From an optimization exercise on the open Yosys and OpenROAD flow, aimed at small area; shortcuts taken in it are not production practice. In this exercise RTL edits were held to simulation tests only and were not proved equivalent to the original. Power and IR drop assume default switching activity.

## flow/run.sh

```bash
#!/bin/bash
# Own flow: the standard layout (standard.sh) with these changes:
#  * after global placement, flow/rebuf.tcl rebuilds the buffer trees of the
#    two enables that reach about a thousand flip-flops each: one buf_8 per
#    compact group of about 128 loads;
#  * the clock tree's root and trunk use clkbuf_16, its leaves drive small
#    clusters through clkbuf_8, without dummy loads;
#  * every input and output port is buffered with buf_2.
# make's full output goes to standard.log here; ORFS keeps each step's log
# under orfs/logs/.
set -euo pipefail
CTS_ARGS="-sink_clustering_enable -repair_clock_nets -dont_use_dummy_load"
CTS_ARGS+=" -buf_list sky130_fd_sc_hd__clkbuf_8"
CTS_ARGS+=" -root_buf sky130_fd_sc_hd__clkbuf_16 -tree_buf sky130_fd_sc_hd__clkbuf_16"
CTS_ARGS+=" -sink_clustering_size 18 -sink_clustering_max_diameter 55"
bash standard.sh "CTS_ARGS=$CTS_ARGS" "POST_GLOBAL_PLACE_TCL=$PWD/flow/rebuf.tcl" \
    "BUFFER_PORTS_ARGS=-buffer_cell sky130_fd_sc_hd__buf_2" finish > standard.log 2>&1
```

## flow/rebuf.tcl

```tcl
# Rebuild the buffer trees of very high-fanout signal nets: remove the
# buffers that placement put on them, then drive the loads through one buffer
# per compact group of loads.
proc rb_is_buf {inst} {
  set m [[$inst getMaster] getName]
  return [regexp {__(buf_[0-9]+|clkbuf_[0-9]+)$} $m]
}
proc rb_out_net {inst} {
  foreach it [$inst getITerms] { if {[$it isOutputSignal]} { return [$it getNet] } }
  return "NULL"
}
proc rb_driver {net} {
  foreach it [$net getITerms] { if {[$it isOutputSignal]} { return [$it getInst] } }
  return "NULL"
}
# loads of net through buffers: returns {bufs sinks}
proc rb_tree {net} {
  set bufs {}; set sinks {}
  set todo [list $net]
  while {[llength $todo]} {
    set n [lindex $todo 0]; set todo [lrange $todo 1 end]
    foreach it [$n getITerms] {
      if {![$it isInputSignal]} continue
      set inst [$it getInst]
      if {[rb_is_buf $inst]} {
        lappend bufs $inst
        set o [rb_out_net $inst]
        if {$o ne "NULL"} { lappend todo $o }
      } else { lappend sinks $it }
    }
    if {[llength [$n getBTerms]]} { return {} }
  }
  return [list $bufs $sinks]
}
proc rb_rebuffer {min_sinks group buf_cell} {
  set block [ord::get_db_block]
  set done 0
  set roots {}
  foreach net [$block getNets] {
    if {[$net getSigType] ne "SIGNAL"} continue
    set drv [rb_driver $net]
    if {$drv eq "NULL" || [rb_is_buf $drv]} continue
    set t [rb_tree $net]
    if {![llength $t]} continue
    if {[llength [lindex $t 1]] >= $min_sinks} { lappend roots [$net getName] }
  }
  foreach nname $roots {
    set net [$block findNet $nname]
    set drv [rb_driver $net]
    if {$drv eq "NULL" || [rb_is_buf $drv]} continue
    set t [rb_tree $net]
    if {![llength $t]} continue
    lassign $t bufs sinks
    if {[llength $sinks] < $min_sinks} continue
    set nname [$net getName]
    puts "rebuffer: net $nname driver [$drv getName] sinks [llength $sinks] buffers [llength $bufs]"
    if {[llength $bufs]} {
      set cells {}
      foreach b $bufs { lappend cells [get_cells [$b getName]] }
      rsz::remove_buffers_cmd $cells
    }
    # the root net now drives every sink; group sinks by location
    set pts {}
    foreach pin [get_pins -of_objects [get_nets $nname]] {
      if {[get_property $pin direction] ne "input"} continue
      set it [sta::sta_to_db_pin $pin]
      if {$it eq "NULL" || $it eq ""} continue
      lassign [[$it getInst] getLocation] x y
      lappend pts [list $pin $x $y]
    }
    set n [llength $pts]
    set ng [expr {int(ceil(double($n) / $group))}]
    set ncol [expr {int(ceil(sqrt($ng)))}]
    set pts [lsort -integer -index 1 $pts]
    set percol [expr {int(ceil(double($n) / $ncol))}]
    set net [$block findNet $nname]
    set k 0
    for {set c 0} {$c < $ncol} {incr c} {
      set col [lsort -integer -index 2 [lrange $pts [expr {$c*$percol}] [expr {($c+1)*$percol-1}]]]
      set nin [expr {int(ceil(double([llength $col]) / $group))}]
      if {$nin < 1} continue
      set per [expr {int(ceil(double([llength $col]) / $nin))}]
      for {set g 0} {$g < $nin} {incr g} {
        set grp [lrange $col [expr {$g*$per}] [expr {($g+1)*$per-1}]]
        if {![llength $grp]} continue
        if {[llength $grp] < 1} continue
        set sx 0; set sy 0; set lp {}
        foreach q $grp { set sx [expr {$sx + [lindex $q 1]}]; set sy [expr {$sy + [lindex $q 2]}]; lappend lp [lindex $q 0] }
        set cx [expr {$sx / [llength $grp] / 1000.0}]; set cy [expr {$sy / [llength $grp] / 1000.0}]
        insert_buffer -buffer_cell $buf_cell -net [get_nets $nname] -load_pins $lp -location [list $cx $cy] -buffer_name "rebuf_${done}_$k"
        incr k
      }
    }
    puts "rebuffer: net $nname now $k buffers"
    incr done
  }
}

# Nets with at least 300 loads (the line store's shift and load enables):
# one buf_8 per group of about 128 loads.
rb_rebuffer 300 128 sky130_fd_sc_hd__buf_8
```

## standard.sh

```bash
#!/bin/bash
# synth_recipe.tcl (not shown) runs the flow's synth.tcl, then flattens the netlist and writes it again
# the make line also repeats each setting of config.mk as NAME=value (left out here)
make -C /OpenROAD-flow-scripts/flow DESIGN_CONFIG=/design/flow/config.mk WORK_HOME=/design/flow/orfs CLKGATE_MAP_FILE= SYNTH_SCRIPT=/design/flow/synth_recipe.tcl "${@:-finish}"
```

## config.mk

```make
export PLATFORM = sky130hd
export DESIGN_NAME = avg_line_sink
export DESIGN_NICKNAME = avg_line_sink
export VERILOG_FILES = /design/flow/design.v
export SDC_FILE = /design/flow/constraint.sdc
export NUM_CORES = 4
export LEC_CHECK = 0
export CAP_MARGIN = 20
export CORE_MARGIN = 2
export CORE_UTILIZATION = 40
export SETUP_SLACK_MARGIN = 0.2
export SLEW_MARGIN = 20
export SYNTH_HIERARCHICAL = 1
export SYNTH_MINIMUM_KEEP_SIZE = 0
```

## constraint.sdc

```tcl
create_clock -name core_clock -period 4.0 [get_ports {clk}]
set_input_delay 0.8000 -clock core_clock [delete_from_list [all_inputs] [get_ports {clk}]]
set_output_delay 0.8000 -clock core_clock [all_outputs]
set_load 0.01 [all_outputs]
```

## design.v

```verilog
module avg_line_sink #(
    parameter int PIXEL_WIDTH  = 8,
    parameter int IMAGE_WIDTH  = 128,
    parameter int IMAGE_HEIGHT = 4,
    parameter int SUM_WIDTH    = PIXEL_WIDTH + $clog2(IMAGE_WIDTH)
) (
    input  logic                              clk,
    input  logic                              arstn,
    input  logic [PIXEL_WIDTH-1:0]            din_data,
    input  logic                              din_valid,
    output logic [$clog2(IMAGE_WIDTH)-1:0]    col,
    output logic [$clog2(IMAGE_HEIGHT+1)-1:0] row,
    output logic                              line_done,
    output logic [SUM_WIDTH-1:0]              line_sum,
    output logic                              frame_done,
    output logic                              rd_avail,
    output logic                              rd_bank,
    input  logic                              rd_en,
    input  logic [$clog2(IMAGE_WIDTH)-1:0]    rd_addr,
    output logic [PIXEL_WIDTH-1:0]            rd_data,
    input  logic                              rd_release,
    output logic                              overflow
);
    localparam int CW = $clog2(IMAGE_WIDTH);
    localparam int RW = $clog2(IMAGE_HEIGHT + 1);
    localparam int HW = $clog2(IMAGE_HEIGHT);
    localparam logic [CW-1:0] COL_LAST = CW'(IMAGE_WIDTH - 1);
    localparam logic [HW-1:0] ROW_LAST = HW'(IMAGE_HEIGHT - 1);
    logic [1:0]             bank_full;
    logic                   wbank;
    logic [HW-1:0]          row_q;
    logic [SUM_WIDTH-1:0]   acc;
    logic [SUM_WIDTH-1:0]   acc_base;
    logic                   accept;
    logic                   drop;
    logic                   last_col;
    logic                   commit;
    logic                   release_ok;
    logic                   load_r;
    logic [PIXEL_WIDTH-1:0] wline [0:IMAGE_WIDTH-2];
    logic [PIXEL_WIDTH-1:0] xpix;
    logic [PIXEL_WIDTH-1:0] rline [0:IMAGE_WIDTH-1];
    assign accept     = din_valid && !bank_full[wbank];
    assign drop       = din_valid &&  bank_full[wbank];
    assign last_col   = (col == COL_LAST);
    assign commit     = accept && last_col;
    assign rd_avail   = |bank_full;
    assign release_ok = rd_release && rd_avail;
    assign load_r     = (commit && (!rd_avail || release_ok)) ||
                        (release_ok && (&bank_full));
    assign row = RW'(row_q);
    always_ff @(posedge clk or negedge arstn) begin
        if (!arstn) begin
            bank_full <= 2'b00;
        end else begin
            for (int b = 0; b < 2; b++) begin
                if (release_ok && (rd_bank == 1'(b))) bank_full[b] <= 1'b0;
                if (commit && (wbank == 1'(b)))       bank_full[b] <= 1'b1;
            end
        end
    end
    always_ff @(posedge clk) begin
        if (accept && !last_col) begin
            wline[0] <= din_data;
            for (int k = 1; k < IMAGE_WIDTH - 1; k++) wline[k] <= wline[k-1];
        end
        if (commit) begin
            xpix <= din_data;
        end
        if (load_r) begin
            rline[0] <= commit ? din_data : xpix;
            for (int k = 1; k < IMAGE_WIDTH; k++) rline[k] <= wline[k-1];
        end
    end
    localparam int NGRP = (IMAGE_WIDTH + 2) / 3;
    logic [3*NGRP-1:0]      rd_sel;
    logic [PIXEL_WIDTH-1:0] rd_word;
    always_comb begin
        rd_sel = '0;
        for (int k = 0; k < IMAGE_WIDTH; k++) rd_sel[k] = (rd_addr == CW'(COL_LAST - k));
    end
    for (genvar b = 0; b < PIXEL_WIDTH; b++) begin : g_rd_bit
        logic [NGRP-1:0] grp_n;
        for (genvar j = 0; j < NGRP; j++) begin : g_grp
            logic [2:0] d;
            for (genvar i = 0; i < 3; i++) begin : g_in
                if (3 * j + i < IMAGE_WIDTH) begin : g_pix
                    assign d[i] = rline[3 * j + i][b];
                end else begin : g_pad
                    assign d[i] = 1'b0;
                end
            end
            avg_line_sink_aoi3 u_aoi (.s(rd_sel[3 * j +: 3]), .d(d), .y(grp_n[j]));
        end
        assign rd_word[b] = ~&grp_n;
    end
    assign acc_base = (col == '0) ? '0 : acc;
    always_ff @(posedge clk) begin
        if (accept) begin
            acc <= acc_base + SUM_WIDTH'(din_data);
        end
    end
    always_ff @(posedge clk or negedge arstn) begin
        if (!arstn) begin
            col        <= '0;
            row_q      <= '0;
            line_done  <= 1'b0;
            frame_done <= 1'b0;
            line_sum   <= '0;
            wbank      <= 1'b0;
            rd_bank    <= 1'b0;
            rd_data    <= '0;
            overflow   <= 1'b0;
        end else begin
            line_done  <= commit;
            frame_done <= commit && (row_q == ROW_LAST);
            if (accept) begin
                col <= col + CW'(1);
            end
            if (commit) begin
                line_sum <= acc_base + SUM_WIDTH'(din_data);
                wbank    <= ~wbank;
                row_q    <= row_q + HW'(1);
            end
            if (drop) begin
                overflow <= 1'b1;
            end
            if (release_ok) begin
                rd_bank <= ~rd_bank;
            end
            if (rd_en) begin
                rd_data <= rd_word;
            end
        end
    end
endmodule
module avg_line_sink_aoi3 (
    input  logic [2:0] s,
    input  logic [2:0] d,
    output logic       y
);
    assign y = ~((s[0] & d[0]) | (s[1] & d[1]) | (s[2] & d[2]));
endmodule
```

==> run summary, run 1 <==
CTS H-tree depth 4; min Tclk post-route 3.69 ns; Tot GR Track Use 16.2%; Mapped Cells 2,902; Initial DRC Count 5,757; Clock Tree Root clkbuf_16; clock sinks 2,102; Setup Crit Path Kind input port to flip-flop; VDD IR max 0.475 mV; Switch Pwr 7.30 mW; worst reg2reg path depth 8; Mapped Area 68,900 um2; Arr. time, crit path 4.32 ns; Pwr Density 474 nW/um2; pre-CTS setup slack -0.728 ns; sequential fraction of the synthesis area 91.2%; setup bufs post-CTS 0; Reg-to-Reg End rline[24][5]$_DFFE_PP_; Row Count 152; Startpoint Class input port; total I/O pin count 58; Final WS setup 0.312 ns; nets 3,304; Yosys cell types 47; Tcrit/Tclk final 92.2%; Wirelength per Cell 26.0 um; f_max 0.271 GHz; FF-to-FF Start wbank$_DFFE_PN0P_; Die Span X 419 um; status no timing/DRC/antenna violations; crit-path max cell delay 0.92 ns; Tot Pwr 35.9 mW; CTS tree yes; CP startpoint rd_addr[5]; CORE AREA 171,000 um2; Clock Path Buffers 3; RSZ-0062 raised after global routing true; Vias 31,085; final setup fails 0; Reg2Reg Setup Slack 0.38 ns; Hold Fails Final Rpt 0; Critical Path Sink rd_data[7]$_DFFE_PN0P_; Port Buf Inserts 56; initial antenna violation count 6; grt total ovfl 0; CP Max Fanout 9; Flop pwr share 68.7%; Pleak 20.0 nW; Yosys warning count 9; maxcap violations 0; Post-synth EDFFs 2,055; slowest stage cell on the critical path nor4_1; post-route ant nets 0; Sw Ratio 20.3%; clock skew 0.0902 ns; total CTS buffers 149; combinational power share 3.7%; WP data required 4.63 ns; Top FF cell, synth edfxtp_1; clock share of power 27.6%; Final Routed Wirelength 145 mm; Synth Area per Inst 23.7 um2; HP Class input port to flip-flop; slew at the pin closest to its max-slew limit 1.34 ns; Final Max Slew Viols 0; die area 176,000 um2; Layout area overhead 9.98%; Remaining DRCs 0; clock slew at reported path FFs 0.11 ns; Initial Utilization 40.2%; vias per cell 5.57; drt pass-1 iters 9; worst-path cell chain buf_2 > or3_1 > buf_4 > nor2_1 > a222oi_1 > nand4_1 > nor4_1 > a31oi_1; Seq cells post-synth 2,102; first-pass GRT wire length 207 mm; Slew Limit Headroom 10.4%; pin count of the biggest net entering global routing 115; CP endpoint kind flip-flop; share of cells above drive strength 1 12.5%; DPL Wire Length 93.3 mm; Cell Int Power 28.6 mW; Clock Latency Late Sink 0.77 ns; vias in the first global route 30,205; die height 419 um; Async SR Flop Fraction 1.86%
[per-stage QoR]
step | util, % | cells | instance area [um2] | hold WS [ns] | setup TNS, ns
5_1_grt | 44.2 | 5580 | 75800 | 0.224 | 0
6_report | 44.2 | 5582 | 75800 | 0.280 | 0
2_1_floorplan | - | 2918 | 69000 | 0.400 | -
4_1_cts | 44.2 | 5580 | 75800 | 0.215 | 0
3_5_place_dp | 42.9 | 5430 | 73500 | 0.411 | -2.02
3_3_place_gp | 43.3 | 5485 | 74200 | 0.401 | -2.44
[cells in the final DEF (no fill, tap or decap), types with 3 or more instances in the layout]
master        n
nor3_1        9
xnor2_1      10
nand3_1      16
nor4_1       13
a222oi_1    344
clkbuf_8    132
a31oi_1       8
nand4_1      91
mux2_2       20
buf_12        4
xor2_1       11
dfrtp_1      38
o21ai_0       5
buf_2        56
edfxtp_1   2055
nor2b_1       7
clkbuf_16    17
nand2_1      22
inv_1         6
ha_1         11
nand3b_1      4
nor4_2        3
a21oi_1       7
buf_4       147
buf_8        17
and2_1       11
dfxtp_1       8
nor2_1      147
conb_1       17
nor2_2        3
[cell families (layout without fill, tap and decap cells)]
group	count (synthesis)	in the layout	share of synthesized area [%]
and+or+nand+nor	337	337	2.43
muxes	23	23	0.374
xor gates and xnor gates	21	21	0.267
other	1	19	0.00544
DFF	2102	2102	91.2
buffers and inverters	28	380	0.196
adders and majority gates	12	12	0.229
AOI/OAI and AO/OA	378	378	5.31
[sequential cells by signal, summed over array words and instances, names as in the netlist]
signal	flops
xpix	8
rline	1024
rd_bank	1
rd_data	8
wbank	1
acc	15
line_done	1
row_q	2
frame_done	1
overflow	1
line_sum	15
bank_full	2
col	7
wline	1016
[power by group through the flow]
| stage | Sequential [mW] | Combinational, mW | Clock (mW) |
|---|---|---|---|
| after detailed placement | 25.2 | 1.32 | 0 |
| after floorplan | 25.4 | 0.770 | 0 |
| after global placement | 25.1 | 1.36 | 0 |
| after global routing | 24.7 | 1.43 | 11.0 |
| after CTS | 24.7 | 1.33 | 10.3 |
| final | 24.7 | 1.32 | 9.93 |
[per-module statistics from Yosys (local to each module, per instance)]
module / cells inside / flip-flops and latches / times used
avg_line_sink: 2558 / 2102 / 1
avg_line_sink_aoi3: 1 / 0 / 344
[synth_stat cells (all sizes together), types with 2 or more instances]
cell type | count | area share (%)
clkbuf | 17 | 0.093
and3 | 2 | 0.018
xnor2 | 10 | 0.13
xor2 | 11 | 0.14
o211ai | 2 | 0.022
and2 | 12 | 0.11
a31oi | 8 | 0.073
inv | 6 | 0.033
a222oi | 344 | 5.0
dfrtp | 39 | 1.4
mux2 | 22 | 0.36
a21oi | 9 | 0.071
nor4 | 16 | 0.15
nor2b | 7 | 0.064
nand2 | 23 | 0.14
nand4 | 91 | 0.83
edfxtp | 2055 | 90
dfxtp | 8 | 0.23
or3b | 2 | 0.025
nor3 | 10 | 0.089
nand3b | 4 | 0.044
o21ai | 5 | 0.036
ha | 11 | 0.20
o21a | 2 | 0.022
nor2 | 150 | 0.82
buf | 5 | 0.071
nand3 | 16 | 0.12
[critical path: cells and delay by family]
family	cells	cell delay, ns
and+or+nand+nor	4	2.17
AOI/OAI and AO/OA	2	0.75
buffers and inverters	2	0.58
[routing by layer]
| layer | vias up | wire (um) | track usage [%] |
|---|---|---|---|
| met4 | 0 | 4050 | 4.99 |
| met5 | - | 0 | 0 |
| met1 | 16224 | 62200 | 23.8 |
| met2 | 1413 | 66900 | 24.7 |
| met3 | 205 | 11700 | 2.77 |
| li1 | 13243 | - | - |
[cell type report]
class                      count  area [um2]
clock buffer                 149        2240
timing repair buffer         225        1730
inverter                       6        22.5
fill                       14293       95600
tap                         2310        2890
multi-input combinational    788        6060
antenna                        2        5.00
sequential                  2102       62800
[repair_timing]
| item | 4_1_cts | 5_1_grt |
|---|---|---|
| pin swaps | 0 | 0 |
| hold endpoints to repair | 15 | 0 |
| hold buffers | 1 | 0 |
| resized for setup | 1 | 1 |
| setup endpoints to repair | 1 | 11 |
[worst min-delay path by stage]
stage | start | endpoint | slack [ns] | depth (start not counted)
global placement | wline[126][6]$_DFFE_PP_ | rline[127][6]$_DFFE_PP_ | 0.40 | 0
global route | din_data[5] | wline[0][5]$_DFFE_PP_ | 0.22 | 1
finish | din_data[5] | wline[0][5]$_DFFE_PP_ | 0.28 | 1
floorplan | wline[126][0]$_DFFE_PP_ | rline[127][0]$_DFFE_PP_ | 0.40 | 0
CTS | din_data[5] | wline[0][5]$_DFFE_PP_ | 0.22 | 1
detailed placement | wline[126][6]$_DFFE_PP_ | rline[127][6]$_DFFE_PP_ | 0.41 | 0
==> run 2, diff against run 1 <==
--- a/flow/rebuf.tcl
+++ b/flow/rebuf.tcl
@@ -97,5 +97,20 @@
 }
 
+# Drop the other buffers that timing-driven placement added; later repair
+# steps size gates and buffer only where slew, load or timing need it.
+proc rb_drop_placement_buffers {} {
+  set cells {}
+  foreach inst [[ord::get_db_block] getInsts] {
+    set n [$inst getName]
+    if {[rb_is_buf $inst] && ![regexp {^(input|output|rebuf_)} $n]} {
+      lappend cells [get_cells $n]
+    }
+  }
+  puts "rebuffer: dropping [llength $cells] placement buffers"
+  if {[llength $cells]} { rsz::remove_buffers_cmd $cells }
+}
+
 # Nets with at least 300 loads (the line store's shift and load enables):
 # one buf_8 per group of about 128 loads.
 rb_rebuffer 300 128 sky130_fd_sc_hd__buf_8
+rb_drop_placement_buffers
==> run 2 against run 1 <==
- maximum frequency decreased by 2.5%
- clock skew is 0.031 ns lower
- routed wire length down 1.2%
- non-clock buffer count fell by 146
- final area decreased by 1.3%
- global-route usage shrank 0.15 points
- clock power hardly changed
- worst setup slack got worse by 0.095 ns
- sequential power about the same
- area after synthesis is the same
- combinational power shrank 4%
- total power about the same
- critical path type unchanged
- largest power group unchanged
- highest routed layer unchanged
==> run summary, run 2 <==
status no timing/DRC/antenna violations (unchanged); nets 3,159 (was 3,304); initial antenna violation count 4 (was 6); Reg2Reg Setup Slack 0.55 ns (was 0.38 ns); total CTS buffers 150 (was 149); Clock Path Buffers 3 (unchanged); Synth Area in Adders 0.229% (unchanged); Pwr Density 480 nW/um2 (was 474 nW/um2); HP Class input port to async pin (was input port to flip-flop); vias in the first global route 29,553 (was 30,205); total I/O pin count 58 (unchanged); Setup TNS 0 ns (unchanged); Startpoint Class input port (unchanged); Top reg by flops rline (unchanged); Top FF cell, synth edfxtp_1 (unchanged); FF-to-FF Start wbank$_DFFE_PN0P_ (unchanged); Yosys cell types 47 (unchanged); RSZ-0062 raised after global routing false (was true); Top delay family on crit path simple AND/OR/NAND/NOR gates (unchanged); worst-path cell chain buf_2 > nor2b_1 > nand2_1 > nor2_1 > a222oi_1 > nand4_1 > nor4_1 > a31oi_1 (was buf_2 > or3_1 > buf_4 > nor2_1 > a222oi_1 > nand4_1 > nor4_1 > a31oi_1); Die Span X 419 um (unchanged); Mapped Cells 2,902 (unchanged); WP data required 4.62 ns (was 4.63 ns); grt total ovfl 0 (unchanged); clock skew 0.0596 ns (was 0.0902 ns); top-count cell post-synth edfxtp_1 (unchanged); synth cell count leaders edfxtp_1, a222oi_1, nor2_1 (unchanged); most frequent cells in the layout edfxtp_1, a222oi_1, nor2_1 (was edfxtp_1, a222oi_1, nor2_1, buf_4, clkbuf_8); Post-synth EDFFs 2,055 (unchanged); CTS tree yes (unchanged); Final Max Slew Viols 0 (unchanged); worst reg2reg path depth 9 (was 8); mux cell area share after synthesis 0.374% (unchanged); max reg flops 1,024 (unchanged); CP endpoint kind flip-flop (unchanged); Initial Utilization 40.2% (unchanged); pin count of the biggest net entering global routing 115 (unchanged); slowest stage cell on the critical path nor4_1 (unchanged); Port Buf Inserts 56 (unchanged); largest family of logic cells by synthesized area compound AO/OA/AOI/OAI gates (unchanged); area share of and/or/nand/nor cells after synthesis 2.43% (unchanged); post-route ant nets 0 (unchanged); Yosys warning count 9 (unchanged); Pleak 19.3 nW (was 20.0 nW); worst hold slack 0.0383 ns (was 0.280 ns); Arr. time, crit path 4.40 ns (was 4.32 ns); Vias 30,435 (was 31,085); largest registers rline x1024, wline x1016 (unchanged); DPL Wire Length 91.4 mm (was 93.3 mm); Async SR Flop Fraction 1.86% (unchanged); Wirelength per Cell 26.3 um (was 26.0 um); die area 176,000 um2 (unchanged); Tot GR Track Use 16.0% (was 16.2%); Tcrit/Tclk final 94.6% (was 92.2%); vias per cell 5.60 (was 5.57); Setup Crit Path Kind input port to flip-flop (unchanged); die height 419 um (unchanged); Final Routed Wirelength 143 mm (was 145 mm); drt pass-1 iters 9 (unchanged); first-pass GRT wire length 205 mm (was 207 mm); Post-Synth XOR/XNOR Area 0.267% (unchanged); Synth top area share 89.5% (unchanged); clock sinks 2,102 (unchanged); sequential fraction of the synthesis area 91.2% (unchanged); final setup fails 0 (unchanged); clock slew at reported path FFs 0.11 ns (about the same); Hold Fails Final Rpt 0 (unchanged); share of cells above drive strength 1 8.61% (was 12.5%); CP Max Fanout 8 (was 9); CORE AREA 171,000 um2 (unchanged); Remaining DRCs 0 (unchanged); min Tclk post-route 3.78 ns (was 3.69 ns); Layout area overhead 8.54% (was 9.98%); top post-synthesis cells by area edfxtp_1, a222oi_1, dfrtp_1 (unchanged); f_max 0.264 GHz (was 0.271 GHz); maxcap violations 0 (unchanged); crit-path max cell delay 0.90 ns (was 0.92 ns); Clock Tree Root clkbuf_16 (unchanged); Synth Area in Compound Gates 5.31% (unchanged); commonest non-fill, non-tap cell in the layout edfxtp_1 (unchanged); slew at the pin closest to its max-slew limit 1.26 ns (was 1.34 ns); cts hold-fix bufs 0 (was 1); CTS H-tree depth 4 (unchanged); Yosys top cell by area edfxtp_1 (unchanged); CP bufs+invs 1 (was 2); Mapped Area 68,900 um2 (unchanged); VDD IR max 0.435 mV (was 0.475 mV); Reg-to-Reg End rline[118][7]$_DFFE_PP_ (was rline[24][5]$_DFFE_PP_); Slew Limit Headroom 15.8% (was 10.4%); Row Count 152 (unchanged); Clock Latency Late Sink 0.77 ns (about the same); Initial DRC Count 5,607 (was 5,757); Seq cells post-synth 2,102 (unchanged); Synth Area per Inst 23.7 um2 (unchanged)
-- run 2: changes by cell type in the layout (fill, tap and decap cells not counted), moves of 2 or more --
cell and delta:
buf_4 -145, buf_16 +6, buf_8 -4, buf_12 -2
-- run 2: area by class of cell --
type	count	area (um2)
diodes	1	2.50
clock buffers	150	2260
fillers	14379	96600
inverters	6	22.5
multi-input cells	788	6080
flip-flops and latches	2102	62800
well taps	2310	2890
repair buffers	79	702
-- run 2: cells by family after synthesis --
family | after synthesis
flops | 2102
compound gates | 378
simple gates | 337
buf+inv | 28
mux | 23
xor+xnor | 21
fa+ha+maj | 12
other cells | 1
-- run 2: worst max path at each step --
stage	from	endpoint	slack, ns	cells past startpoint
2_1_floorplan	din_valid	rline[0][0]$_DFFE_PP_	-15.02	7
3_3_place_gp	rd_addr[5]	rd_data[4]$_DFFE_PN0P_	-0.68	11
3_5_place_dp	rd_addr[2]	rd_data[4]$_DFFE_PN0P_	-0.70	8
4_1_cts	wbank$_DFFE_PN0P_	rline[53][7]$_DFFE_PP_	0.19	9
5_1_grt	rd_addr[3]	rd_data[5]$_DFFE_PN0P_	0.24	8
6_report	rd_addr[3]	rd_data[5]$_DFFE_PN0P_	0.22	8
-- run 2: power breakdown --
| part | switching, mW | internal [mW] |
|---|---|---|
| registers | 0.231 | 24.4 |
| clock network | 6.19 | 3.76 |
| logic | 0.879 | 0.386 |
| total | 7.30 | 28.6 |
-- run 2: modules after synthesis (local to each module, per instance) --
module	area, um2	cells inside
avg_line_sink	65500	2558
avg_line_sink_aoi3	10.0	1
-- run 2: stage by stage --
stage	setup WS [ns]	power [mW]	cells	instance area (um2)	utilization, %
floorplan	-15.02	26.1	2918	69000	-
global placement	-0.681	26.5	5485	74200	43.3
detailed placement	-0.696	26.4	5284	72400	42.3
CTS	0.193	36.3	5434	74800	43.6
global route	0.244	37.1	5435	74800	43.7
finish	0.217	35.9	5436	74800	43.7
-- run 2: timing repair --
| item | 4_1_cts | 5_1_grt |
|---|---|---|
| setup buffers | 0 | 1 |
| pin swaps | 1 | 1 |
| setup endpoints to repair | 685 | 1027 |
| gates cloned | 0 | 0 |
| endpoints found under the hold margin | 0 | 0 |
| resized for setup | 13 | 1 |
-- run 2: per-layer routing --
layer	part of all wire [%]	up-vias	wire length, um	GRT usage (%)
li1	-	12926	-	-
met1	43	15968	61900	23.5
met2	46	1332	66400	24.6
met3	7.7	209	11000	2.87
met4	2.7	0	3910	4.82
met5	0	-	0	0
==> run 3, diff against run 2 <==
--- a/flow/run.sh
+++ b/flow/run.sh
@@ -13,5 +13,5 @@
 CTS_ARGS+=" -buf_list sky130_fd_sc_hd__clkbuf_8"
 CTS_ARGS+=" -root_buf sky130_fd_sc_hd__clkbuf_16 -tree_buf sky130_fd_sc_hd__clkbuf_16"
-CTS_ARGS+=" -sink_clustering_size 18 -sink_clustering_max_diameter 55"
+CTS_ARGS+=" -sink_clustering_size 20 -sink_clustering_max_diameter 60"
 bash standard.sh "CTS_ARGS=$CTS_ARGS" "POST_GLOBAL_PLACE_TCL=$PWD/flow/rebuf.tcl" \
     "BUFFER_PORTS_ARGS=-buffer_cell sky130_fd_sc_hd__buf_2" finish > standard.log 2>&1
==> run 3 against run 2 <==
- still clean on timing, DRC and antenna
- die area stayed put
- area after synthesis stayed put
- clock power is 3.5% lower
- synthesized cell count stayed put
- non-clock buffer count stayed put
- worst setup slack better by 0.053 ns
- worst hold slack worse by 0.0080 ns
- global-route usage hardly changed
- sequential cell count stayed put
- largest power group unchanged
- highest routed layer unchanged
==> run summary, run 3 <==
status no timing/DRC/antenna violations (unchanged); crit-path max cell delay 1.04 ns (was 0.90 ns); Mapped Cells 2,902 (unchanged); Final Routed Wirelength 143 mm (about the same); grt total ovfl 0 (unchanged); Synth Area in Compound Gates 5.31% (unchanged); Yosys warning count 9 (unchanged); Top reg by flops rline (unchanged); Layout area overhead 8.29% (was 8.54%); Initial DRC Count 5,646 (was 5,607); vias in the first global route 29,402 (was 29,553); RSZ-0062 raised after global routing false (unchanged); HP Class input port to async pin (unchanged); CTS H-tree depth 4 (unchanged); WP data required 4.62 ns (about the same); total CTS buffers 137 (was 150); Reg2Reg Setup Slack 0.57 ns (was 0.55 ns); top-count cell post-synth edfxtp_1 (unchanged); CORE AREA 171,000 um2 (unchanged); total I/O pin count 58 (unchanged); sequential fraction of the synthesis area 91.2% (unchanged); VDD IR max 0.417 mV (was 0.435 mV); FF-to-FF Start wbank$_DFFE_PN0P_ (unchanged); die area 176,000 um2 (unchanged); DPL Wire Length 91.4 mm (unchanged); Synth Area per Inst 23.7 um2 (unchanged); Setup TNS 0 ns (unchanged); clock sinks 2,102 (unchanged); Final Max Slew Viols 0 (unchanged); first-pass GRT wire length 205 mm (about the same); mux cell area share after synthesis 0.374% (unchanged); Pwr Density 476 nW/um2 (was 480 nW/um2); Wirelength per Cell 26.4 um (was 26.3 um); Synth Area in Adders 0.229% (unchanged); worst-path cell chain buf_2 > nor2b_1 > nand2_1 > nor2_1 > a222oi_1 > nand4_1 > nor4_1 > a31oi_1 (unchanged); Initial Utilization 40.2% (unchanged); maxcap violations 0 (unchanged); Clock Path Buffers 3 (unchanged); post-route ant nets 0 (unchanged); CTS tree yes (unchanged); vias per cell 5.61 (was 5.60); Startpoint Class input port (unchanged); slowest stage cell on the critical path nor4_1 (unchanged); slew at the pin closest to its max-slew limit 1.20 ns (was 1.26 ns); cts hold-fix bufs 0 (unchanged); Remaining DRCs 0 (unchanged); Clock Latency Late Sink 0.77 ns (about the same); area share of and/or/nand/nor cells after synthesis 2.43% (unchanged); Layout fillers 14,393 (was 14,379); top post-synthesis cells by area edfxtp_1, a222oi_1, dfrtp_1 (unchanged); Final WS setup 0.271 ns (was 0.217 ns); Tot Pwr 35.5 mW (was 35.9 mW); Async SR Flop Fraction 1.86% (unchanged); Seq cells post-synth 2,102 (unchanged); synth cell count leaders edfxtp_1, a222oi_1, nor2_1 (unchanged); CP startpoint rd_addr[2] (was rd_addr[3]); largest registers rline x1024, wline x1016 (unchanged); Yosys top cell by area edfxtp_1 (unchanged); Top FF cell, synth edfxtp_1 (unchanged); max reg flops 1,024 (unchanged); clock skew 0.0676 ns (was 0.0596 ns); Mapped Area 68,900 um2 (unchanged); Slew Limit Headroom 19.4% (was 15.8%); pin count of the biggest net entering global routing 115 (unchanged); clock slew at reported path FFs 0.12 ns (was 0.11 ns); Yosys cell types 47 (unchanged); Tcrit/Tclk final 93.2% (was 94.6%); Port Buf Inserts 56 (unchanged); f_max 0.268 GHz (was 0.264 GHz); die height 419 um (unchanged); register area 62,800 um2 (unchanged); CP endpoint kind flip-flop (unchanged); Tot GR Track Use 16.0% (about the same); Post-DP Area 72,400 um2 (unchanged); Synth top area share 89.5% (unchanged); Vias 30,428 (was 30,435); Post-Synth XOR/XNOR Area 0.267% (unchanged); Hold Fails Final Rpt 0 (unchanged); final setup fails 0 (unchanged); most frequent cells in the layout edfxtp_1, a222oi_1, nor2_1 (unchanged); Final Cell Area 74,600 um2 (was 74,800 um2); worst reg2reg path depth 9 (unchanged); drt pass-1 iters 7 (was 9); Post-synth EDFFs 2,055 (unchanged); pre-CTS setup slack -0.696 ns (unchanged); share of cells above drive strength 1 8.23% (was 8.61%); Row Count 152 (unchanged); initial antenna violation count 4 (unchanged); Setup Crit Path Kind input port to flip-flop (unchanged); commonest non-fill, non-tap cell in the layout edfxtp_1 (unchanged); Die Span X 419 um (unchanged); CP Max Fanout 8 (unchanged); min Tclk post-route 3.73 ns (was 3.78 ns); multi-input logic area 6080 um2 (unchanged); Pleak 19.2 nW (was 19.3 nW); largest family of logic cells by synthesized area compound AO/OA/AOI/OAI gates (unchanged); Clock Tree Root clkbuf_16 (unchanged); Arr. time, crit path 4.35 ns (was 4.40 ns); nets 3,146 (was 3,159)
-- run 3: cell counts after synthesis --
Identical to the previous run, type by type.
-- run 3: metal layers --
metal | global-route usage [%] | part of all wire (%) | wire [um]
met1 | 23.6 | 44 | 62300
met2 | 24.4 | 46 | 65700
met3 | 2.81 | 7.6 | 10900
met4 | 4.98 | 2.9 | 4210
met5 | 0 | 0 | 0
-- run 3: final timing paths --
kind / endpoint
setup / recovery: rd_data[1]$_DFFE_PN0P_
hold / removal: line_sum[13]$_DFFE_PN0P_
setup reg to reg: rline[52][7]$_DFFE_PP_
hold reg to reg: rline[24][2]$_DFFE_PP_
max in group asynchronous: col[2]$_DFFE_PN0P_
min in group core_clock: wline[0][5]$_DFFE_PP_
-- run 3: critical path, delay by kind of cell --
kind                   cells  cell delay, ns
AOI/OAI and AO/OA          2            0.76
buffers and inverters      1            0.16
and+or+nand+nor            5            2.60
-- run 3: cell type report --
class,instances,share of cell area [%]
antenna,3,0.0101
clock buffer,137,2.78
inverter,6,0.0302
multi-input combinational,788,8.15
sequential,2102,84.2
tap,2310,3.87
timing repair buffer,79,0.941
-- run 3: metrics by stage --
stage	std cells	hold slack [ns]	util, %
after global placement	5485	0.401	43.3
after floorplan	2918	0.400	-
after detailed placement	5284	0.410	42.3
after CTS	5421	0.175	43.5
final	5425	0.0303	43.6
after global routing	5422	0.0124	43.5
-- run 3: what timing repair did --
action                     4_1_cts  5_1_grt
setup endpoints to repair      688     1025
resized for setup               13        1
pin swaps                        1        1
buffers inserted                 0        1
-- run 3: cells by family (layout without fill, tap and decap cells) --
kind of cell | count (synthesis) | after routing
other cells | 1 | 20
xor+xnor | 21 | 21
flops | 2102 | 2102
fa+ha+maj | 12 | 12
simple gates | 337 | 337
compound gates | 378 | 378
mux | 23 | 23
buf+inv | 28 | 222
-- run 3: Yosys stat by module, one instance, submodules excluded --
module | times used | cells inside | flip-flops and latches | cell area (um2)
avg_line_sink | 1 | 2558 | 2102 | 65500
avg_line_sink_aoi3 | 344 | 1 | 0 | 10.0
-- run 3: where the power goes --
part	switching, mW	internal, mW
Clock	6.13	3.48
Sequential	0.230	24.4
Combinational	0.879	0.386
==> run 4, diff against run 3 <==
--- a/flow/run.sh
+++ b/flow/run.sh
@@ -3,5 +3,7 @@
 #  * after global placement, flow/rebuf.tcl rebuilds the buffer trees of the
 #    two enables that reach about a thousand flip-flops each: one buf_8 per
-#    compact group of about 128 loads;
+#    compact group of about 128 loads, and drops the other buffers that
+#    timing-driven placement added (later repair steps size and buffer
+#    where slew, load or timing need it);
 #  * the clock tree's root and trunk use clkbuf_16, its leaves drive small
 #    clusters through clkbuf_8, without dummy loads;
@@ -13,5 +15,5 @@
 CTS_ARGS+=" -buf_list sky130_fd_sc_hd__clkbuf_8"
 CTS_ARGS+=" -root_buf sky130_fd_sc_hd__clkbuf_16 -tree_buf sky130_fd_sc_hd__clkbuf_16"
-CTS_ARGS+=" -sink_clustering_size 20 -sink_clustering_max_diameter 60"
+CTS_ARGS+=" -sink_clustering_size 18 -sink_clustering_max_diameter 55"
 bash standard.sh "CTS_ARGS=$CTS_ARGS" "POST_GLOBAL_PLACE_TCL=$PWD/flow/rebuf.tcl" \
     "BUFFER_PORTS_ARGS=-buffer_cell sky130_fd_sc_hd__buf_2" finish > standard.log 2>&1
--- a/config.mk
+++ b/config.mk
@@ -9,4 +9,5 @@
 export CORE_MARGIN = 2
 export CORE_UTILIZATION = 40
+export PLACE_DENSITY = 0.9
 export SETUP_SLACK_MARGIN = 0.2
 export SLEW_MARGIN = 20
==> run 4 against run 3 <==
- first-iteration DRC count is 50% higher
- register-to-register slack got worse by 0.26 ns
- clock power down 1%
- area after synthesis stayed put
- non-clock buffer count shrank 1
- routed wire length rose by 4.0%
- final area hardly changed
- combinational power up 6%
- count of clock-buffer cells in the layout is 1 lower
- maximum frequency is 2.4% lower
- largest cell class unchanged
==> run summary, run 4 <==
status no timing/DRC/antenna violations (unchanged); vias in the first global route 30,948 (was 29,402); Clock Tree Root clkbuf_16 (unchanged); Pwr Density 476 nW/um2 (about the same); largest registers rline x1024, wline x1016 (unchanged); final setup fails 0 (unchanged); Final Routed Wirelength 149 mm (was 143 mm); Yosys cell types 47 (unchanged); top post-synthesis cells by area edfxtp_1, a222oi_1, dfrtp_1 (unchanged); CP endpoint kind flip-flop (unchanged); sequential fraction of the synthesis area 91.2% (unchanged); Layout area overhead 8.18% (was 8.29%); min Tclk post-route 3.82 ns (was 3.73 ns); worst-path cell chain buf_2 > nor2b_1 > nand3_1 > nor2_1 > a222oi_1 > nand4_1 > nor4_1 > a31oi_1 (was buf_2 > nor2b_1 > nand2_1 > nor2_1 > a222oi_1 > nand4_1 > nor4_1 > a31oi_1); CP bufs+invs 1 (unchanged); Setup Crit Path Kind input port to flip-flop (unchanged); Final Max Slew Viols 0 (unchanged); Hold Fails Final Rpt 0 (unchanged); Top FF cell, synth edfxtp_1 (unchanged); die area 176,000 um2 (unchanged); share of cells above drive strength 1 8.14% (was 8.23%); Synth Area per Inst 23.7 um2 (unchanged); Mapped Cells 2,902 (unchanged); crit-path max cell delay 0.90 ns (was 1.04 ns); Top reg by flops rline (unchanged); Clock Path Buffers 3 (unchanged); initial antenna violation count 1 (was 4); Die Span X 419 um (unchanged); Post-synth EDFFs 2,055 (unchanged); Mapped Area 68,900 um2 (unchanged); RSZ-0062 raised after global routing true (was false); worst hold slack 0.0704 ns (was 0.0303 ns); top-count cell post-synth edfxtp_1 (unchanged); die height 419 um (unchanged); post-route ant nets 0 (unchanged); Seq cells post-synth 2,102 (unchanged); fin util 43.5% (was 43.6%); pin count of the biggest net entering global routing 115 (unchanged); Top delay family on crit path simple AND/OR/NAND/NOR gates (unchanged); Synth top area share 89.5% (unchanged); synth cell count leaders edfxtp_1, a222oi_1, nor2_1 (unchanged); CP startpoint rd_addr[0] (was rd_addr[2]); most frequent cells in the layout edfxtp_1, a222oi_1, nor2_1 (unchanged); Clock Latency Late Sink 0.75 ns (was 0.77 ns); total I/O pin count 58 (unchanged); clock slew at reported path FFs 0.11 ns (was 0.12 ns); max reg flops 1,024 (unchanged); DPL Wire Length 95.2 mm (was 91.4 mm); commonest non-fill, non-tap cell in the layout edfxtp_1 (unchanged); maxcap violations 0 (unchanged); nets 3,144 (was 3,146); placed insts 5,284 (unchanged); CTS tree yes (unchanged); Arr. time, crit path 4.40 ns (was 4.35 ns); slowest stage cell on the critical path a222oi_1 (was nor4_1); slew at the pin closest to its max-slew limit 1.20 ns (about the same); Initial DRC Count 8,450 (was 5,646); Yosys warning count 9 (unchanged); Startpoint Class input port (unchanged); HP Class input port to async pin (unchanged); Port Buf Inserts 56 (unchanged); f_max 0.262 GHz (was 0.268 GHz); drt pass-1 iters 14 (was 7); total CTS buffers 136 (was 137); clock skew 0.0649 ns (was 0.0676 ns); clock sinks 2,102 (unchanged); Row Count 152 (unchanged); Initial Utilization 40.2% (unchanged); Vias 32,406 (was 30,428); CTS H-tree depth 4 (unchanged); cts hold-fix bufs 0 (unchanged); CORE AREA 171,000 um2 (unchanged); Post-Layout Cell Count 5,421 (was 5,425); VDD IR max 0.492 mV (was 0.417 mV); Slew Limit Headroom 19.9% (was 19.4%); Pleak 19.2 nW (about the same); CP Max Fanout 9 (was 8); Layout fillers 13,423 (was 14,393); Wirelength per Cell 27.5 um (was 26.4 um); grt total ovfl 0 (unchanged); Yosys top cell by area edfxtp_1 (unchanged); Tcrit/Tclk final 95.6% (was 93.2%); FF-to-FF Start col[0]$_DFFE_PN0P_ (was wbank$_DFFE_PN0P_); Async SR Flop Fraction 1.86% (unchanged); WP data required 4.58 ns (was 4.62 ns); first-pass GRT wire length 210 mm (was 205 mm); vias per cell 5.98 (was 5.61); Tot GR Track Use 16.4% (was 16.0%); Remaining DRCs 0 (unchanged)
==> run 4: cell counts after synthesis <==
No cell type changed its count.
==> run 4: worst reg2reg max path, cell delays in order, from the launching register on <==
cell and delay, ns:
dfrtp_1 0.44, inv_1 0.17, ha_1 0.21, nor2b_1 0.30
nand3_4 0.22, and2_1 0.24, ha_1 0.24, fa_1 0.44
a21oi_1 0.23, o211ai_1 0.20, o31a_1 0.35, nand4_1 0.14
xor2_1 0.24, mux2_2 0.20
==> run 4: cells by family after synthesis <==
family	share of synthesized area (%)
buffers and inverters	0.196
flip-flops	91.2
XOR/XNOR	0.267
adder cells (fa/ha/maj)	0.229
other	0.00544
AO/OA/AOI/OAI	5.31
AND/OR/NAND/NOR	2.43
multiplexers	0.374
==> run 4: per-layer routing <==
| layer | vias to the layer above | routed length, um | global-route usage [%] |
|---|---|---|---|
| met5 | - | 0 | 0 |
| met4 | 0 | 6790 | 6.54 |
| met3 | 456 | 21900 | 4.45 |
| met2 | 3032 | 69700 | 26.0 |
| met1 | 16009 | 50400 | 21.4 |
| li1 | 12909 | - | - |
==> run 4: power by group <==
part           switching (mW)  internal (mW)  total, mW
clock                    6.02           3.46       9.48
combinational           0.947          0.392       1.34
sequential              0.255           24.4       24.7
==> run 4: path summary, 6_finish.rpt <==
kind | cells after the start | slack, ns | endpoint
max in group asynchronous | 1 | 3.48 | col[2]$_DFFE_PN0P_
worst max-delay path | 8 | 0.18 | rd_data[1]$_DFFE_PN0P_
worst max register to register | 13 | 0.31 | line_sum[14]$_DFFE_PN0P_
worst min-delay path | 1 | 0.07 | rd_data[2]$_DFFE_PN0P_
worst min register to register | 0 | 0.42 | wline[49][5]$_DFFE_PP_
min in group core_clock | 1 | 0.29 | wline[0][0]$_DFFE_PP_
==> run 4: repair_timing <==
action | CTS | global route
buffers inserted | 0 | 0
gates resized for setup | 2 | 8
setup endpoints to repair | 3 | 268
==> run 4: layout make-up <==
type	instances	area, um2	share of cell area, %
sequential	2102	62800	84.3
multi-input combinational	788	6080	8.16
tap	2310	2890	3.88
clock buffer	136	2060	2.77
timing repair buffer	78	648	0.869
inverter	6	22.5	0.0302
antenna	1	2.50	0.00336
==> run 4: per-module statistics from Yosys, one instance, submodules excluded <==
module,flops+latches,times used,cells inside,area (um2)
avg_line_sink,2102,1,2558,65500
avg_line_sink_aoi3,0,344,1,10.0
==> run 4: metrics by stage <==
stage	setup TNS [ns]	instance area (um2)	power, mW	worst slack (ns)
5_1_grt	0	74600	36.4	0.193
3_5_place_dp	-2.69	72400	26.4	-0.623
3_3_place_gp	-0.592	73700	26.4	-0.230
6_report	0	74600	35.5	0.177
4_1_cts	0	74500	35.5	0.290
2_1_floorplan	-	69000	26.1	-15.02
==> run 5, diff against run 4 <==
--- a/config.mk
+++ b/config.mk
@@ -9,5 +9,5 @@
 export CORE_MARGIN = 2
 export CORE_UTILIZATION = 40
-export PLACE_DENSITY = 0.9
+export PLACE_DENSITY = 0.8
 export SETUP_SLACK_MARGIN = 0.2
 export SLEW_MARGIN = 20
==> run 5 against run 4 <==
- still clean on timing, DRC and antenna
- count of clock-buffer cells in the layout up 6
- first-iteration DRC count decreased by 23%
- total power up 0.12%
- clock skew is 0.011 ns higher
- sequential share of layout area about the same
- non-clock buffer count stayed put
- final area about the same
- area after synthesis unchanged
- final cell count rose by 0.17%
- highest routed layer unchanged
==> run summary, run 5 <==
CORE AREA 171,000 um2 (unchanged); drt pass-1 iters 10 (was 14); Mapped Area 68,900 um2 (unchanged); vias in the first global route 29,790 (was 30,948); clock slew at reported path FFs 0.11 ns (about the same); Slew Limit Headroom 28.1% (was 19.9%); total I/O pin count 58 (unchanged); fin util 43.5% (about the same); Synth Area per Inst 23.7 um2 (unchanged); grt total ovfl 0 (unchanged); Switch Pwr 7.15 mW (was 7.22 mW); top-count cell post-synth edfxtp_1 (unchanged); share of cells above drive strength 1 8.09% (was 8.14%); commonest non-fill, non-tap cell in the layout edfxtp_1 (unchanged); post-route ant nets 0 (unchanged); min Tclk post-route 3.77 ns (was 3.82 ns); Layout fillers 13,797 (was 13,423); Sw Ratio 20.1% (was 20.3%); combinational power share 3.5% (was 3.8%); Flop pwr share 69.5% (about the same); setup bufs post-CTS 0 (unchanged); Initial Utilization 40.2% (unchanged); first-pass GRT wire length 196 mm (was 210 mm); Mapped Cells 2,902 (unchanged); register area 62,800 um2 (unchanged); Port Buf Inserts 56 (unchanged); Pleak 19.2 nW (about the same); Post-synth EDFFs 2,055 (unchanged); worst hold slack 0.0580 ns (was 0.0704 ns); pin count of the biggest net entering global routing 115 (unchanged); CTS tree yes (unchanged); status no timing/DRC/antenna violations (unchanged); CP endpoint kind flip-flop (unchanged); total CTS buffers 142 (was 136); slew at the pin closest to its max-slew limit 1.07 ns (was 1.20 ns); max reg flops 1,024 (unchanged); Tcrit/Tclk final 94.3% (was 95.6%); DPL Wire Length 88.1 mm (was 95.2 mm); Async SR Flop Fraction 1.86% (unchanged); top post-synthesis cells by area edfxtp_1, a222oi_1, dfrtp_1 (unchanged); Die Span X 419 um (unchanged); nets 3,150 (was 3,144); die area 176,000 um2 (unchanged); Initial DRC Count 6,470 (was 8,450); WP data required 4.59 ns (was 4.58 ns); Row Count 152 (unchanged); Remaining DRCs 0 (unchanged); Seq cells post-synth 2,102 (unchanged); maxcap violations 0 (unchanged); Cell Int Power 28.4 mW (was 28.3 mW); Tot Pwr 35.5 mW (about the same); Arr. time, crit path 4.36 ns (was 4.40 ns); Clock Path Buffers 3 (unchanged); initial antenna violation count 11 (was 1); sequential fraction of the synthesis area 91.2% (unchanged); Top FF cell, synth edfxtp_1 (unchanged); Final Routed Wirelength 136 mm (was 149 mm); Final WS setup 0.227 ns (was 0.177 ns); largest registers rline x1024, wline x1016 (unchanged); Layout area overhead 8.24% (was 8.18%); Setup Crit Path Kind input port to flip-flop (unchanged); Startpoint Class input port (unchanged); most frequent cells in the layout edfxtp_1, a222oi_1, nor2_1 (unchanged); Vias 30,867 (was 32,406); CP Max Fanout 8 (was 9); CTS H-tree depth 4 (unchanged); VDD IR max 0.493 mV (was 0.492 mV); pre-CTS setup slack -0.361 ns (was -0.623 ns); Synth top area share 89.5% (unchanged); Clock Latency Late Sink 0.77 ns (was 0.75 ns); Setup TNS 0 ns (unchanged); Wirelength per Cell 25.1 um (was 27.5 um); Clock Tree Root clkbuf_16 (unchanged); Yosys cell types 47 (unchanged); HP Class input port to async pin (unchanged); f_max 0.265 GHz (was 0.262 GHz); Top reg by flops rline (unchanged); die height 419 um (unchanged); clock share of power 27.1% (was 26.7%); multi-input logic area 6040 um2 (was 6080 um2); Yosys top cell by area edfxtp_1 (unchanged); Final Max Slew Viols 0 (unchanged); clock sinks 2,102 (unchanged); synth cell count leaders edfxtp_1, a222oi_1, nor2_1 (unchanged); RSZ-0062 raised after global routing true (unchanged); cts hold-fix bufs 0 (unchanged); Hold Fails Final Rpt 0 (unchanged); Yosys warning count 9 (unchanged); Tot GR Track Use 15.1% (was 16.4%); Pwr Density 476 nW/um2 (about the same); final setup fails 0 (unchanged); clock skew 0.0754 ns (was 0.0649 ns); vias per cell 5.68 (was 5.98)
run 5: cell types whose count changed in the layout (fill, tap and decap cells not counted), sizes merged:
cell	previous run	this run
clkbuf	136	142
diode	1	4
run 5: timing repair:
| item | in CTS | in global routing |
|---|---|---|
| resized for setup | 0 | 5 |
| cloned | 0 | 0 |
| pin swaps | 0 | 0 |
| setup endpoints to repair | 11 | 686 |
run 5: final cells by class:
cell class                      count  area share, %
Multi-Input combinational cell    788           8.10
Tap cell                         2310           3.87
Inverter                            6         0.0302
Clock buffer                      142           2.88
Timing Repair Buffer               78          0.862
Antenna cell                        4         0.0134
Sequential cell                  2102           84.2
run 5: final timing paths:
check                      slack (ns)  cells past startpoint                  endpoint              startpoint
setup / recovery                 0.23                      8    rd_data[4]$_DFFE_PN0P_              rd_addr[3]
hold / removal                   0.06                      1  line_sum[13]$_DFFE_PN0P_                   arstn
setup reg to reg                 0.29                      9   rline[126][1]$_DFFE_PP_       wbank$_DFFE_PN0P_
hold reg to reg                  0.39                      0    rline[68][4]$_DFFE_PP_  wline[67][4]$_DFFE_PP_
max in group asynchronous        3.45                      1        col[2]$_DFFE_PN0P_                   arstn
min in group core_clock          0.29                      1     wline[0][3]$_DFFE_PP_             din_data[3]
run 5: cells by family after synthesis:
| kind of cell | Yosys count | synth area share [%] |
|---|---|---|
| buffers and inverters | 28 | 0.196 |
| DFF | 2102 | 91.2 |
| muxes | 23 | 0.374 |
| other | 1 | 0.00544 |
| adders and majority gates | 12 | 0.229 |
| and+or+nand+nor | 337 | 2.43 |
| xor gates and xnor gates | 21 | 0.267 |
| AOI/OAI and AO/OA | 378 | 5.31 |
run 5: stage by stage:
stage | area, um2 | cells
after CTS | 74600 | 5426
after global routing | 74600 | 5429
after detailed placement | 72400 | 5284
after floorplan | 69000 | 2918
after global placement | 73300 | 5379
final | 74600 | 5430
run 5: Yosys stat by module (local to each module, per instance):
module / copies in the design / cells / flip-flops and latches / area (um2)
avg_line_sink: 1 / 2558 / 2102 / 65500
avg_line_sink_aoi3: 344 / 1 / 0 / 10.0
run 5: power groups by stage:
stage	logic, mW	registers, mW	clock network (mW)
floorplan	0.770	25.4	0
CTS	1.23	24.7	9.85
global route	1.35	24.7	10.5
detailed placement	1.22	25.2	0
finish	1.23	24.7	9.62
global placement	1.23	25.1	0
run 5: per-layer routing:
layer / GRT usage, % / up-vias / share of wire, %
li1: - / 12916 / -
met1: 20.1 / 15643 / 37
met2: 24.0 / 2007 / 47
met3: 3.42 / 301 / 11
met4: 6.63 / 0 / 4.5
met5: 0 / - / 0
run 5: worst max-delay path, stage by stage:
cell and delay (ns):
buf_2 0.16, nor2b_1 0.18, nand2_1 0.70, nor2_1 0.39
a222oi_1 0.96, nand4_1 0.23, nor3_1 0.76, a31oi_1 0.15
==> run 6, diff against run 5 <==
--- a/flow/run.sh
+++ b/flow/run.sh
@@ -7,5 +7,5 @@
 #    where slew, load or timing need it);
 #  * the clock tree's root and trunk use clkbuf_16, its leaves drive small
-#    clusters through clkbuf_8, without dummy loads;
+#    clusters through clkbuf_4, without dummy loads;
 #  * every input and output port is buffered with buf_2.
 # make's full output goes to standard.log here; ORFS keeps each step's log
@@ -13,7 +13,7 @@
 set -euo pipefail
 CTS_ARGS="-sink_clustering_enable -repair_clock_nets -dont_use_dummy_load"
-CTS_ARGS+=" -buf_list sky130_fd_sc_hd__clkbuf_8"
+CTS_ARGS+=" -buf_list sky130_fd_sc_hd__clkbuf_4"
 CTS_ARGS+=" -root_buf sky130_fd_sc_hd__clkbuf_16 -tree_buf sky130_fd_sc_hd__clkbuf_16"
-CTS_ARGS+=" -sink_clustering_size 18 -sink_clustering_max_diameter 55"
+CTS_ARGS+=" -sink_clustering_size 11 -sink_clustering_max_diameter 40"
 bash standard.sh "CTS_ARGS=$CTS_ARGS" "POST_GLOBAL_PLACE_TCL=$PWD/flow/rebuf.tcl" \
     "BUFFER_PORTS_ARGS=-buffer_cell sky130_fd_sc_hd__buf_2" finish > standard.log 2>&1
--- a/config.mk
+++ b/config.mk
@@ -9,5 +9,4 @@
 export CORE_MARGIN = 2
 export CORE_UTILIZATION = 40
-export PLACE_DENSITY = 0.8
 export SETUP_SLACK_MARGIN = 0.2
 export SLEW_MARGIN = 20
==> run 6 against run 5 <==
- still clean on timing, DRC and antenna
- global-route usage grew 1.3 points
- sequential power barely moved
- via count rose by 0.97%
- final cell count grew 2.5%
- final area is 1.3% higher
- combinational power hardly changed
- maximum frequency grew 0.55%
- critical path type unchanged
- critical endpoint is now rd_data[1]$_DFFE_PN0P_
==> run summary, run 6 <==
status no timing/DRC/antenna violations (unchanged); initial antenna violation count 4 (was 11); clock sinks 2,102 (unchanged); CORE AREA 171,000 um2 (unchanged); clock slew at reported path FFs 0.12 ns (was 0.11 ns); Initial DRC Count 5,736 (was 6,470); Setup Crit Path Kind input port to flip-flop (unchanged); drt pass-1 iters 10 (unchanged); share of cells above drive strength 1 12.3% (was 8.09%); register area 62,800 um2 (unchanged); HP Class input port to flip-flop (was input port to async pin); combinational power share 3.4% (was 3.5%); VDD IR max 0.363 mV (was 0.493 mV); post-route ant nets 0 (unchanged); total I/O pin count 58 (unchanged); Seq cells post-synth 2,102 (unchanged); first-pass GRT wire length 210 mm (was 196 mm); Post-Synth XOR/XNOR Area 0.267% (unchanged); Flop pwr share 66.0% (was 69.5%); maxcap violations 0 (unchanged); Mapped Cells 2,902 (unchanged); Final Max Slew Viols 0 (unchanged); f_max 0.267 GHz (was 0.265 GHz); RSZ-0062 raised after global routing false (was true); Clock Path Buffers 4 (was 3); Tot GR Track Use 16.4% (was 15.1%); max reg flops 1,024 (unchanged); worst-path cell chain buf_2 > nor2b_1 > nand2_1 > nor2_1 > a222oi_1 > nand4_1 > nor4_1 > a31oi_1 (was buf_2 > nor2b_1 > nand2_1 > nor2_1 > a222oi_1 > nand4_1 > nor3_1 > a31oi_1); Final Routed Wirelength 146 mm (was 136 mm); Slew Limit Headroom 16.4% (was 28.1%); die area 176,000 um2 (unchanged); Switch Pwr 7.75 mW (was 7.15 mW); Top reg by flops rline (unchanged); Final Cell Area 75,600 um2 (was 74,600 um2); Wirelength per Cell 26.2 um (was 25.1 um); top post-synthesis cells by area edfxtp_1, a222oi_1, dfrtp_1 (unchanged); Cell Int Power 29.6 mW (was 28.4 mW); min Tclk post-route 3.75 ns (was 3.77 ns); Top FF cell, synth edfxtp_1 (unchanged); synth cell count leaders edfxtp_1, a222oi_1, nor2_1 (unchanged); Port Buf Inserts 56 (unchanged); commonest non-fill, non-tap cell in the layout edfxtp_1 (unchanged); largest family of logic cells by synthesized area compound AO/OA/AOI/OAI gates (unchanged); final setup fails 0 (unchanged); Arr. time, crit path 4.47 ns (was 4.36 ns); DPL Wire Length 91.4 mm (was 88.1 mm); Synth Area in Compound Gates 5.31% (unchanged); CTS tree yes (unchanged); grt total ovfl 0 (unchanged); largest registers rline x1024, wline x1016 (unchanged); nets 3,290 (was 3,150); Die Span X 419 um (unchanged); Vias 31,165 (was 30,867); Yosys cell types 47 (unchanged); most frequent cells in the layout edfxtp_1, a222oi_1, clkbuf_4 (was edfxtp_1, a222oi_1, nor2_1); pin count of the biggest net entering global routing 115 (unchanged); CTS H-tree depth 5 (was 4); total CTS buffers 277 (was 142); slowest stage cell on the critical path nor4_1 (was a222oi_1); Clock Tree Root clkbuf_16 (unchanged); Startpoint Class input port (unchanged); Antenna Cells 0 (was 4); slew at the pin closest to its max-slew limit 1.25 ns (was 1.07 ns); clock share of power 30.6% (was 27.1%); CP Max Fanout 8 (unchanged); Async SR Flop Fraction 1.86% (unchanged); Synth Area in Adders 0.229% (unchanged); Layout area overhead 9.67% (was 8.24%); mux cell area share after synthesis 0.374% (unchanged); Yosys warning count 9 (unchanged); Sw Ratio 20.7% (was 20.1%); Row Count 152 (unchanged); Hold Fails Final Rpt 0 (unchanged); Yosys top cell by area edfxtp_1 (unchanged); CP bufs+invs 1 (unchanged); clock skew 0.0850 ns (was 0.0754 ns); Synth Area per Inst 23.7 um2 (unchanged); Layout fillers 14,393 (was 13,797); Initial Utilization 40.2% (unchanged); area share of and/or/nand/nor cells after synthesis 2.43% (unchanged); multi-input logic area 6080 um2 (was 6040 um2); Remaining DRCs 0 (unchanged); Top delay family on crit path simple AND/OR/NAND/NOR gates (unchanged); CP endpoint kind flip-flop (unchanged); vias in the first global route 30,845 (was 29,790); sequential fraction of the synthesis area 91.2% (unchanged); top-count cell post-synth edfxtp_1 (unchanged); Clock Latency Late Sink 0.86 ns (was 0.77 ns); die height 419 um (unchanged); Synth top area share 89.5% (unchanged); Mapped Area 68,900 um2 (unchanged); crit-path max cell delay 1.10 ns (was 0.96 ns); Tcrit/Tclk final 93.8% (was 94.3%); pre-CTS setup slack -0.696 ns (was -0.361 ns); Final WS setup 0.248 ns (was 0.227 ns); Pwr Density 495 nW/um2 (was 476 nW/um2); Post-DP Area 72,400 um2 (about the same); Setup TNS 0 ns (unchanged); Post-synth EDFFs 2,055 (unchanged); Pleak 19.8 nW (was 19.2 nW); Tot Pwr 37.4 mW (was 35.5 mW); vias per cell 5.60 (was 5.68); WP data required 4.72 ns (was 4.59 ns)
[run 6: through the flow]
stage          cells  util [%]  hold slack [ns]
3_5_place_dp    5284      42.3            0.410
4_1_cts         5564      44.1           0.0813
2_1_floorplan   2918         -            0.400
6_report        5566      44.1            0.194
5_1_grt         5566      44.1            0.141
3_3_place_gp    5485      43.3            0.401
[run 6: path summary, 6_finish.rpt]
path / depth (start not counted) / startpoint / end / slack, ns
hold / removal: 1 / din_data[3] / wline[0][3]$_DFFE_PP_ / 0.19
max in group asynchronous: 2 / arstn / line_sum[3]$_DFFE_PN0P_ / 3.03
setup reg to reg: 13 / col[0]$_DFFE_PN0P_ / line_sum[14]$_DFFE_PN0P_ / 0.56
hold reg to reg: 0 / wline[8][0]$_DFFE_PP_ / rline[9][0]$_DFFE_PP_ / 0.37
setup / recovery: 8 / rd_addr[3] / rd_data[1]$_DFFE_PN0P_ / 0.25
min in group asynchronous: 2 / arstn / rd_data[6]$_DFFE_PN0P_ / 0.50
[run 6: per-layer routing]
layer	track usage, %	up-vias	wire, um	share of wire [%]
li1	-	13309	-	-
met1	23.7	16154	62700	43
met2	24.7	1453	66900	46
met3	3.64	249	12200	8.3
met4	5.59	0	4260	2.9
met5	0	-	0	0
[run 6: what timing repair did]
action / CTS / global route
gates resized for setup: 12 / 1
pin swaps: 0 / 1
endpoints found under the setup margin: 684 / 856
buffers inserted: 0 / 1
hold buffers: 0 / 1
hold endpoints to repair: 0 / 39
gates cloned: 3 / 0
[run 6: modules after synthesis, one instance, submodules excluded]
module              cells inside  copies in the design
avg_line_sink_aoi3             1                   344
avg_line_sink               2558                     1
[run 6: power groups by stage]
stage               combinational (mW)  sequential, mW  clock [mW]
floorplan                        0.770            25.4           0
global placement                  1.36            25.1           0
detailed placement                1.27            25.2           0
CTS                               1.27            24.7        11.9
global route                      1.38            24.7        12.7
finish                            1.26            24.7        11.5
[run 6: kinds of logic (layout without fill, tap and decap cells)]
| logic type | Yosys count | in the layout |
|---|---|---|
| compound gates | 378 | 378 |
| xor+xnor | 21 | 21 |
| fa+ha+maj | 12 | 12 |
| buf+inv | 28 | 366 |
| flops | 2102 | 2102 |
| mux | 23 | 23 |
| other cells | 1 | 17 |
| simple gates | 337 | 337 |
[run 6: final cells by class]
class	count	area share, %
sequential	2102	83.1
multi-input combinational	788	8.04
clock buffer	277	3.89
tap	2310	3.82
timing repair buffer	83	1.07
inverter	6	0.0298
[run 6: worst register-to-register path, cell delays in order (launching register included)]
cell	delay, ns
dfrtp_1	0.41
inv_1	0.13
ha_1	0.17
nor2b_1	0.20
nand3_2	0.27
and2_1	0.26
ha_1	0.21
fa_1	0.41
a21oi_1	0.25
o211ai_1	0.18
o31a_1	0.35
nand4_1	0.14
xor2_1	0.08
mux2_2	0.26

[static timing again, ports no longer ideal]
No port has a modelled driver above. Below, the same layouts with a new extraction and two added sets of constraints.
Step 1, drivers: a clkbuf_16 drives clk and a buf_2 each remaining input, both assumed.
Step 2 adds t to the input delays and takes it off the output delays; t is the mean of the earliest and latest rising clock arrival at the registers after step 1. Input paths then give back, and output paths get back, about the clock's delay inside the block.
Three values: ideal ports, drivers, drivers and shift; two values: the first two.
| run | t, ns | slack for setup (ns) | worst hold slack (ns) | cell pins on the clock port's net |
|---|---|---|---|---|
| run 1 | 0.799 | 0.312 / 0.353 / -0.447 | 0.280 / 0.234 / 0.358 | 1 |
| run 2 | 0.823 | 0.217 / 0.277 / -0.546 | 0.038 / -0.015 / 0.392 | 1 |
| run 3 | 0.813 | 0.271 / 0.320 / -0.493 | 0.030 / -0.018 / 0.373 | 1 |
| run 4 | 0.804 | 0.177 / 0.220 / -0.584 | 0.070 / 0.025 / 0.424 | 1 |
| run 5 | 0.807 | 0.227 / 0.268 / -0.540 | 0.058 / 0.004 / 0.389 | 1 |
| run 6 | 0.904 | 0.248 / 0.298 / -0.607 | 0.194 / 0.150 / 0.371 | 1 |
With both steps, setup timing fails in every run listed, where it was met with ideal ports. The setup slack of run 6, which loses most, moves by +0.050 ns with the drivers and by -0.855 ns with both steps.
